This design comes from an exercise in tuning for small area and a short achievable clock period on the open sky130 flow, not from production work. In this exercise RTL edits were held to simulation tests only and were not proved equivalent to the original. No activity file was given, so power comes from the tool's default toggle rates.

==> flow/config.mk <==
export PLATFORM = sky130hd
export DESIGN_NAME = axis_fifo
export DESIGN_NICKNAME = axis_fifo
export VERILOG_FILES = /design/flow/design.v
export SDC_FILE = /design/flow/constraint.sdc
export NUM_CORES = 4
export LEC_CHECK = 0
export CAP_MARGIN = 20
export CORE_MARGIN = 2
export CORE_UTILIZATION = 40
export SLEW_MARGIN = 20
export SYNTH_HIERARCHICAL = 1
export SYNTH_MINIMUM_KEEP_SIZE = 0
==> flow/run.sh <==
#!/bin/bash
# synth_recipe.tcl (not shown) runs the flow's synth.tcl, then flattens the netlist and writes it again
# the make line also repeats each setting of config.mk as NAME=value (left out here)
make -C /OpenROAD-flow-scripts/flow DESIGN_CONFIG=/design/flow/config.mk WORK_HOME=/design/flow/orfs CLKGATE_MAP_FILE= SYNTH_SCRIPT=/design/flow/synth_recipe.tcl finish
==> flow/design.v <==
package axis_fifo_pkg;
    localparam int TLAST_BITS = 1;
    function automatic integer ptr_width(input integer depth);
        ptr_width = $clog2(depth) + 1;
    endfunction
    function automatic integer entry_width(input integer data_width);
        entry_width = data_width + TLAST_BITS;
    endfunction
endpackage
module axis_fifo_ram #(
    parameter int WIDTH  = 17,
    parameter int ADDR_W = 7
) (
    input  logic              ACLK,
    input  logic              wr_en,
    input  logic [ADDR_W-1:0] wr_code,
    input  logic [WIDTH-1:0]  wr_data,
    input  logic [ADDR_W-1:0] rd_code,
    output logic [WIDTH-1:0]  rd_data
);
    localparam int SLOTS = (1 << ADDR_W) - 1;
    localparam int G1    = SLOTS / 3;           
    localparam int R1    = SLOTS % 3;           
    localparam int N1    = G1 + (R1 != 0);      
    logic [WIDTH-1:0] mem [1:SLOTS];
    logic [SLOTS:1]   rsel;
    logic [SLOTS:1]   wsel;
    always_comb begin
        for (int k = 1; k <= SLOTS; k++) begin
            rsel[k] = (rd_code == ADDR_W'(k));
            wsel[k] = wr_en && (wr_code == ADDR_W'(k));
        end
    end
    for (genvar k = 1; k <= SLOTS; k++) begin : g_slot
        always_ff @(posedge ACLK) begin
            if (wsel[k]) begin
                mem[k] <= wr_data;
            end
        end
    end
    for (genvar b = 0; b < WIDTH; b++) begin : g_bit
        logic [N1-1:0] l1_n;
        for (genvar g = 0; g < G1; g++) begin : g_l1
            axis_fifo_aoi222 u_aoi (
                .a0(rsel[3*g+1]), .b0(mem[3*g+1][b]),
                .a1(rsel[3*g+2]), .b1(mem[3*g+2][b]),
                .a2(rsel[3*g+3]), .b2(mem[3*g+3][b]),
                .y (l1_n[g])
            );
        end
        if (R1 == 1) begin : g_r1
            axis_fifo_nand2 u_r (.a(rsel[SLOTS]), .b(mem[SLOTS][b]), .y(l1_n[G1]));
        end else if (R1 == 2) begin : g_r2
            axis_fifo_aoi22 u_r (
                .a0(rsel[SLOTS-1]), .b0(mem[SLOTS-1][b]),
                .a1(rsel[SLOTS]),   .b1(mem[SLOTS][b]),
                .y (l1_n[G1])
            );
        end
        axis_fifo_or_tree #(.N(N1)) u_tree (.in_n(l1_n), .y(rd_data[b]));
    end
endmodule
module axis_fifo_or_tree #(
    parameter int N = 43
) (
    input  logic [N-1:0] in_n,
    output logic         y
);
    localparam int N2 = (N  + 3) / 4;
    localparam int N3 = (N2 + 3) / 4;
    localparam int N4 = (N3 + 3) / 4;
    localparam int N5 = (N4 + 3) / 4;
    logic [N2-1:0] l2;       
    logic [N3-1:0] l3_n;     
    logic [N4-1:0] l4;       
    logic [N5-1:0] l5_n;     
    axis_fifo_reduce #(.N(N),  .INV_IN(1)) u_l2 (.in(in_n), .out(l2));
    if (N2 == 1) begin : g_e2
        assign y = l2[0];
    end else begin : g_c2
        axis_fifo_reduce #(.N(N2), .INV_IN(0)) u_l3 (.in(l2), .out(l3_n));
        if (N3 == 1) begin : g_e3
            axis_fifo_inv u_i (.a(l3_n[0]), .y(y));
        end else begin : g_c3
            axis_fifo_reduce #(.N(N3), .INV_IN(1)) u_l4 (.in(l3_n), .out(l4));
            if (N4 == 1) begin : g_e4
                assign y = l4[0];
            end else begin : g_c4
                axis_fifo_reduce #(.N(N4), .INV_IN(0)) u_l5 (.in(l4), .out(l5_n));
                axis_fifo_inv u_i (.a(l5_n[0]), .y(y));
            end
        end
    end
endmodule
module axis_fifo_reduce #(
    parameter int N      = 4,
    parameter bit INV_IN = 1
) (
    input  logic [N-1:0]         in,
    output logic [(N+3)/4-1:0]   out
);
    localparam int G = N / 4;
    localparam int R = N % 4;
    for (genvar g = 0; g < G; g++) begin : g_grp
        if (INV_IN) begin : g_nand
            axis_fifo_nand4 u (.a(in[4*g]), .b(in[4*g+1]), .c(in[4*g+2]), .d(in[4*g+3]), .y(out[g]));
        end else begin : g_nor
            axis_fifo_nor4 u (.a(in[4*g]), .b(in[4*g+1]), .c(in[4*g+2]), .d(in[4*g+3]), .y(out[g]));
        end
    end
    if (R == 1) begin : g_r1
        axis_fifo_inv u (.a(in[N-1]), .y(out[G]));
    end else if (R == 2) begin : g_r2
        if (INV_IN) begin : g_nand
            axis_fifo_nand2 u (.a(in[N-2]), .b(in[N-1]), .y(out[G]));
        end else begin : g_nor
            axis_fifo_nor2 u (.a(in[N-2]), .b(in[N-1]), .y(out[G]));
        end
    end else if (R == 3) begin : g_r3
        if (INV_IN) begin : g_nand
            axis_fifo_nand3 u (.a(in[N-3]), .b(in[N-2]), .c(in[N-1]), .y(out[G]));
        end else begin : g_nor
            axis_fifo_nor3 u (.a(in[N-3]), .b(in[N-2]), .c(in[N-1]), .y(out[G]));
        end
    end
endmodule
module axis_fifo_aoi222 (
    input  logic a0, b0, a1, b1, a2, b2,
    output logic y
);
    assign y = ~((a0 & b0) | (a1 & b1) | (a2 & b2));
endmodule
module axis_fifo_aoi22 (
    input  logic a0, b0, a1, b1,
    output logic y
);
    assign y = ~((a0 & b0) | (a1 & b1));
endmodule
module axis_fifo_nand4 (input logic a, b, c, d, output logic y);
    assign y = ~(a & b & c & d);
endmodule
module axis_fifo_nand3 (input logic a, b, c, output logic y);
    assign y = ~(a & b & c);
endmodule
module axis_fifo_nand2 (input logic a, b, output logic y);
    assign y = ~(a & b);
endmodule
module axis_fifo_nor4 (input logic a, b, c, d, output logic y);
    assign y = ~(a | b | c | d);
endmodule
module axis_fifo_nor3 (input logic a, b, c, output logic y);
    assign y = ~(a | b | c);
endmodule
module axis_fifo_nor2 (input logic a, b, output logic y);
    assign y = ~(a | b);
endmodule
module axis_fifo_inv (input logic a, output logic y);
    assign y = ~a;
endmodule
module axis_fifo #(
    parameter int DATA_WIDTH = 16,
    parameter int DEPTH      = 128,
    parameter int AF_THRESH  = DEPTH - 4,
    parameter int AE_THRESH  = 4,
    localparam int PTR_W     = axis_fifo_pkg::ptr_width(DEPTH)
) (
    input  logic                  ACLK,
    input  logic                  ARESET_N,
    input  logic                  FLUSH,
    input  logic                  S_TVALID,
    output logic                  S_TREADY,
    input  logic [DATA_WIDTH-1:0] S_TDATA,
    input  logic                  S_TLAST,
    output logic                  M_TLAST,
    output logic [PTR_W-1:0]      PKT_CNT,
    output logic                  M_TVALID,
    input  logic                  M_TREADY,
    output logic [DATA_WIDTH-1:0] M_TDATA,
    output logic [PTR_W-1:0]      LEVEL,
    output logic                  ALMOST_FULL,
    output logic                  ALMOST_EMPTY
);
    localparam int ADDR_W  = PTR_W - 1;
    localparam int ENTRY_W = axis_fifo_pkg::entry_width(DATA_WIDTH);
    typedef logic [PTR_W-1:0]  ptr_t;
    typedef logic [ADDR_W-1:0] code_t;
    if (AF_THRESH < 1 || AF_THRESH > DEPTH) begin : g_bad_af
        $error("axis_fifo: AF_THRESH must be within 1..DEPTH");
    end
    if (AE_THRESH < 0 || AE_THRESH > DEPTH - 1) begin : g_bad_ae
        $error("axis_fifo: AE_THRESH must be within 0..DEPTH-1");
    end
    if (DEPTH < 4 || (DEPTH & (DEPTH - 1)) != 0) begin : g_bad_depth
        $error("axis_fifo: DEPTH must be a power of two and at least 4");
    end
    function automatic code_t lfsr_step(input code_t s);
        logic fb;
        case (ADDR_W)
            2:       fb = s[1] ^ s[0];
            3:       fb = s[2] ^ s[1];
            4:       fb = s[3] ^ s[2];
            5:       fb = s[4] ^ s[2];
            6:       fb = s[5] ^ s[4];
            7:       fb = s[6] ^ s[5];
            8:       fb = s[7] ^ s[5] ^ s[4] ^ s[3];
            9:       fb = s[8] ^ s[4];
            10:      fb = s[9] ^ s[6];
            11:      fb = s[10] ^ s[8];
            12:      fb = s[11] ^ s[5] ^ s[3] ^ s[0];
            default: fb = s[ADDR_W-1] ^ s[ADDR_W-2];
        endcase
        lfsr_step = {s[ADDR_W-2:0], fb};
    endfunction
    localparam code_t SEED = code_t'(1);
    logic [ENTRY_W-1:0] head;        
    logic [ENTRY_W-1:0] wr_entry;
    logic [ENTRY_W-1:0] rd_entry;
    code_t wr_code;
    code_t rd_code;
    logic  one;                      
    logic  push;
    logic  pop;
    logic  to_store;                 
    logic  from_store;               
    ptr_t  level_next;
    assign M_TDATA = head[DATA_WIDTH-1:0];
    assign S_TREADY = ~LEVEL[PTR_W-1];
    always_comb begin
        push       = S_TVALID & ~LEVEL[PTR_W-1];
        pop        = M_TREADY & M_TVALID;
        to_store   = push & M_TVALID & ~(one & pop);
        from_store = pop & M_TVALID & ~one;
        level_next = LEVEL;
        if (push && !pop) begin
            level_next = LEVEL + ptr_t'(1);
        end else if (pop && !push) begin
            level_next = LEVEL - ptr_t'(1);
        end
    end
    always_ff @(posedge ACLK or negedge ARESET_N) begin
        if (!ARESET_N) begin
            wr_code      <= SEED;
            rd_code      <= SEED;
            LEVEL        <= '0;
            M_TVALID     <= 1'b0;
            one          <= 1'b0;
            ALMOST_FULL  <= 1'b0;
            ALMOST_EMPTY <= 1'b1;
        end else if (FLUSH) begin
            wr_code      <= SEED;
            rd_code      <= SEED;
            LEVEL        <= '0;
            M_TVALID     <= 1'b0;
            one          <= 1'b0;
            ALMOST_FULL  <= 1'b0;
            ALMOST_EMPTY <= 1'b1;
        end else begin
            if (to_store) begin
                wr_code <= lfsr_step(wr_code);
            end
            if (from_store) begin
                rd_code <= lfsr_step(rd_code);
            end
            LEVEL        <= level_next;
            M_TVALID     <= (level_next != '0);
            one          <= (level_next == ptr_t'(1));
            ALMOST_FULL  <= (level_next >= ptr_t'(AF_THRESH));
            ALMOST_EMPTY <= (level_next <= ptr_t'(AE_THRESH));
        end
    end
    always_ff @(posedge ACLK or negedge ARESET_N) begin
        if (!ARESET_N) begin
            head <= '0;
        end else if (FLUSH) begin
            head <= '0;
        end else if (push && (!M_TVALID || (one && pop))) begin
            head <= wr_entry;
        end else if (from_store) begin
            head <= rd_entry;
        end else if (pop) begin
            head <= '0;
        end
    end
    assign wr_entry = {S_TLAST, S_TDATA};
    assign M_TLAST  = head[DATA_WIDTH];
    always_ff @(posedge ACLK or negedge ARESET_N) begin
        if (!ARESET_N) begin
            PKT_CNT <= '0;
        end else if (FLUSH) begin
            PKT_CNT <= '0;
        end else if ((push && S_TLAST) && !(pop && M_TLAST)) begin
            PKT_CNT <= PKT_CNT + ptr_t'(1);
        end else if (!(push && S_TLAST) && (pop && M_TLAST)) begin
            PKT_CNT <= PKT_CNT - ptr_t'(1);
        end
    end
    axis_fifo_ram #(
        .WIDTH  (ENTRY_W),
        .ADDR_W (ADDR_W)
    ) u_ram (
        .ACLK    (ACLK),
        .wr_en   (~LEVEL[PTR_W-1]),
        .wr_code (wr_code),
        .wr_data (wr_entry),
        .rd_code (rd_code),
        .rd_data (rd_entry)
    );
endmodule
==> flow/constraint.sdc <==
create_clock -name core_clock -period 8.0 [get_ports {ACLK}]
set_input_delay 1.6000 -clock core_clock [delete_from_list [all_inputs] [get_ports {ACLK}]]
set_output_delay 1.6000 -clock core_clock [all_outputs]
set_load 0.01 [all_outputs]
==> flow_metrics.tcl <==
set metrics [dict create \
    drive_gt1_share_pct 17.54 \
    yosys_warnings 10 \
    pin_count 59 \
    pwr_density_cell_nw_per_um2 264.4 \
    clockRootBuffer "clkbuf_16" \
    grt_overflow_total 0 \
    cts_buffers 212 \
    synth_edf_count 2159 \
    skew_ps 70.93 \
    drtIter0Drc 8618 \
    clock_latency_ps 860 \
    area_growth_pct 16.51 \
    ys_types 60 \
    core_area_sq_um 195200 \
    async_reset_ff_share_pct 2.308 \
    synth.area.top_cells "edfxtp_1 82%, a222oi_1 9.1%, dfrtp_1 1.5%, nand4_1 1.4%, nor2_1 1.0%" \
    fin_ws_ps 3465 \
    dp_hpwl_microns 136600 \
    place_congestion 0.8901 \
    synth.most_common_cell "edfxtp_1" \
    synth_commonest_cells "2159 x edfxtp_1, 714 x a222oi_1, 209 x nor2_1" \
    reg2reg_from "rd_code[0]" \
    reg2reg_depth 12 \
    start_util_pct 40.27 \
    worstSetupPathType "reg2reg" \
    worstPathRequired_ps 8720 \
    rsz0062_at_grt "false" \
    hold_violations 0 \
    clk_path_buf_depth 3 \
    cts.htree.levels 4 \
    endpoint "head[16]" \
    vias 44970 \
    critPathCaptureType "register" \
    holdBufCountCts 0 \
    cts-resized-gates 0 \
    ys.flop_type "edfxtp_1" \
    synth_area_leader_cell "edfxtp_1" \
    grt_pass1_vias 42330 \
    slowest_stage "nor4_2" \
    grt_max_degree 87 \
    post_drt_wl_per_cell_microns 32.14 \
    post-cts-setup-buffers 0 \
    drc 0 \
    postLayoutCoreUtil_pct 46.91 \
    slew_violations 0 \
    synth_cells 3829 \
    power_w 0.02421 \
    first_pass_iters 10 \
    slew_headroom_pct 24.07 \
    cap_violations 0 \
    row_count 162 \
    min_period_ps 4535 \
    synth-seq-cells 2210 \
    cp_max_fo 18 \
    place_ws_ps 3291 \
    avgSynthCellArea_sq_um 20.53 \
    clock-sinks 2210 \
    syn_nets 3860 \
    startpoint "rd_code[0]" \
    status "timing/DRC/antenna clean" \
    nNetsFinal 4332 \
    drtAntennaViolNets 0 \
    cp.arrival_ps 5250 \
    p_leak_nw 28.25 \
    r2r_slack_ps 3470 \
    hold_ws_ps 566.2 \
    setup_violations 0 \
    min_period_over_period_pct 56.68 \
    fp.dieH_microns 447.3 \
    vias_per_cell 6.331 \
    netlist_area_sq_um 78600 \
    numPortBuffers 58 \
    antenna_found_initial 3 \
    track_usage_pct 22.28 \
    tightest_slew_ps 1138 \
    die_area_sq_um 200100 \
    slowest_delay_ps 720 \
    cts.clk_slew.worst_paths_ps 60 \
    yosys.area.top_type_share_pct 82.48 \
    routed_wirelength_microns 228300 \
    grt_first_pass_wirelength_microns 318100 \
    die_width_microns 447.3 \
    hold_class "reg2reg" \
    fmax_mhz 220.5 \
    worstSetupStartpointType "register" \
    finalSetupTns_ps 0 \
    r2r_end "head[16]" \
    cts_tree "yes" \
    ir_worst_vdd_v 0.0001848 \
    worstPathCellList "nand4bb_1, buf_4, nor2_1, buf_4, a222oi_1, nand4_1, nor4_2, nand3_1, nand2_1, o21ai_0, a21oi_1, nor2_1" \
    yosysSeqAreaShare_pct 84.11 \
]
-- how the worst min path moves through the flow --
| stage | to | cells past startpoint | startpoint |
|---|---|---|---|
| floorplan | rd_code[5] | 2 | rd_code[4] |
| global placement | PKT_CNT[3] | 2 | PKT_CNT[3] |
| detailed placement | PKT_CNT[3] | 2 | PKT_CNT[3] |
| CTS | PKT_CNT[4] | 2 | PKT_CNT[4] |
| global route | PKT_CNT[3] | 2 | PKT_CNT[3] |
| finish | PKT_CNT[4] | 2 | PKT_CNT[4] |
-- worst max-delay path, delay by kind of cell (launching register included) --
family	cells	cell delay [ps]
and+or+nand+nor	7	2510
DFF	1	680
AOI/OAI and AO/OA	3	620
buffers and inverters	2	540
-- metal layers --
metal | vias up | track usage (%) | share of wire (%)
met1 | 23570 | 30.95 | 39
met5 | - | 0 | 0.0057
met3 | 317 | 4.111 | 9.8
met2 | 2608 | 35.33 | 48
met4 | 2 | 7.786 | 3.4
li1 | 18470 | - | -
-- flip-flops by register name (all words and copies together) (netlist names) --
register	flops
ALMOST_EMPTY	1
u_ram.mem	2159
one	1
ALMOST_FULL	1
M_TVALID	1
head	17
PKT_CNT	8
rd_code	7
LEVEL	8
wr_code	7
-- cell type report --
type / instances / area (sq um)
repair buffers: 340 / 2686
flip-flops and latches: 2210 / 66110
multi-input cells: 1526 / 12570
diodes: 4 / 10.01
well taps: 2624 / 3283
inverters: 11 / 41.29
fillers: 16040 / 103600
clock inverters: 124 / 1290
clock buffers: 264 / 5583
-- layout by cell type (no fill, tap or decap), types with 6 or more instances in the layout --
master,instances
edfxtp_1,2159
a222oi_1,714
buf_4,288
clkbuf_16,214
nor2_1,187
nand4_1,174
nor3_2,101
dfrtp_1,48
nand2_1,46
clkbuf_1,46
nand3_1,42
clkinv_1,40
clkinv_2,39
clkdlybuf4s50_1,39
nor4_2,38
a21oi_1,31
nor2_2,20
bufinv_16,18
nor3b_1,17
a211oi_1,17
nand4bb_1,15
nand4b_1,12
inv_1,11
buf_6,11
xnor2_1,10
nand2b_1,8
mux2i_1,8
ha_1,8
clkinvlp_4,8
xor2_1,6
clkinv_16,6
-- metrics by stage --
stage,instance area [sq um],std cells
after floorplan,78600,3829
after global placement,84650,6710
after detailed placement,84660,6710
after CTS,91530,7098
after global routing,91570,7099
final,91580,7103
-- power by group --
part	switching, W	leakage [nW]	internal [W]
combinational	0.000990	4.81	0.000399
clock	0.00429	3.34	0.00555
sequential	0.000149	20.1	0.0128
total	0.00543	28.2	0.0188
-- per-module statistics from Yosys (local to each module, per instance), a selection --
module,cell area [sq um],flops+latches,times used
axis_fifo,2820,51,1
axis_fifo_aoi222,10.01,0,714
axis_fifo_nand2,3.754,0,17
axis_fifo_nand3,5.005,0,34
axis_fifo_nand4,6.256,0,170
axis_fifo_nor3,10.01,0,17
axis_fifo_nor4,12.51,0,34
-- logic make-up (layout without fill, tap and decap cells) --
group,after synthesis,after routing,share of synthesized area [%]
flops,2210,2210,84.11
compound gates,786,786,9.682
simple gates,706,706,5.260
buf+inv,93,739,0.4982
xor+xnor,16,16,0.1783
fa+ha+maj,9,9,0.1528
mux,9,9,0.1162
other cells,0,4,0

-- port drivers added, routing unchanged --
No port has a modelled driver above. Below, the same layout with a new extraction and two added sets of constraints. Step 1 (the two cells are an assumption about what drives the block):
set clk [get_ports {ACLK}]
set_driving_cell -lib_cell sky130_fd_sc_hd__clkbuf_16 $clk
set_driving_cell -lib_cell sky130_fd_sc_hd__buf_2 [delete_from_list [all_inputs] $clk]
Step 2, shift: input delay + t, output delay - t, t = (earliest + latest rising clock arrival at the registers) / 2. This alone moves slack from input paths to output paths. a / b / c = no drivers / after step 1 / after step 2; a / b = the first two.
shift t [ns]: 0.913
slack for setup (ns): 3.465 / 3.465 / 3.206
clock arrival spread, ns: 0.077 / 0.077
After both steps setup and hold are still met in this run. For this run, drivers alone change the setup slack by 0.000 ns; drivers and shift together by -0.259 ns.
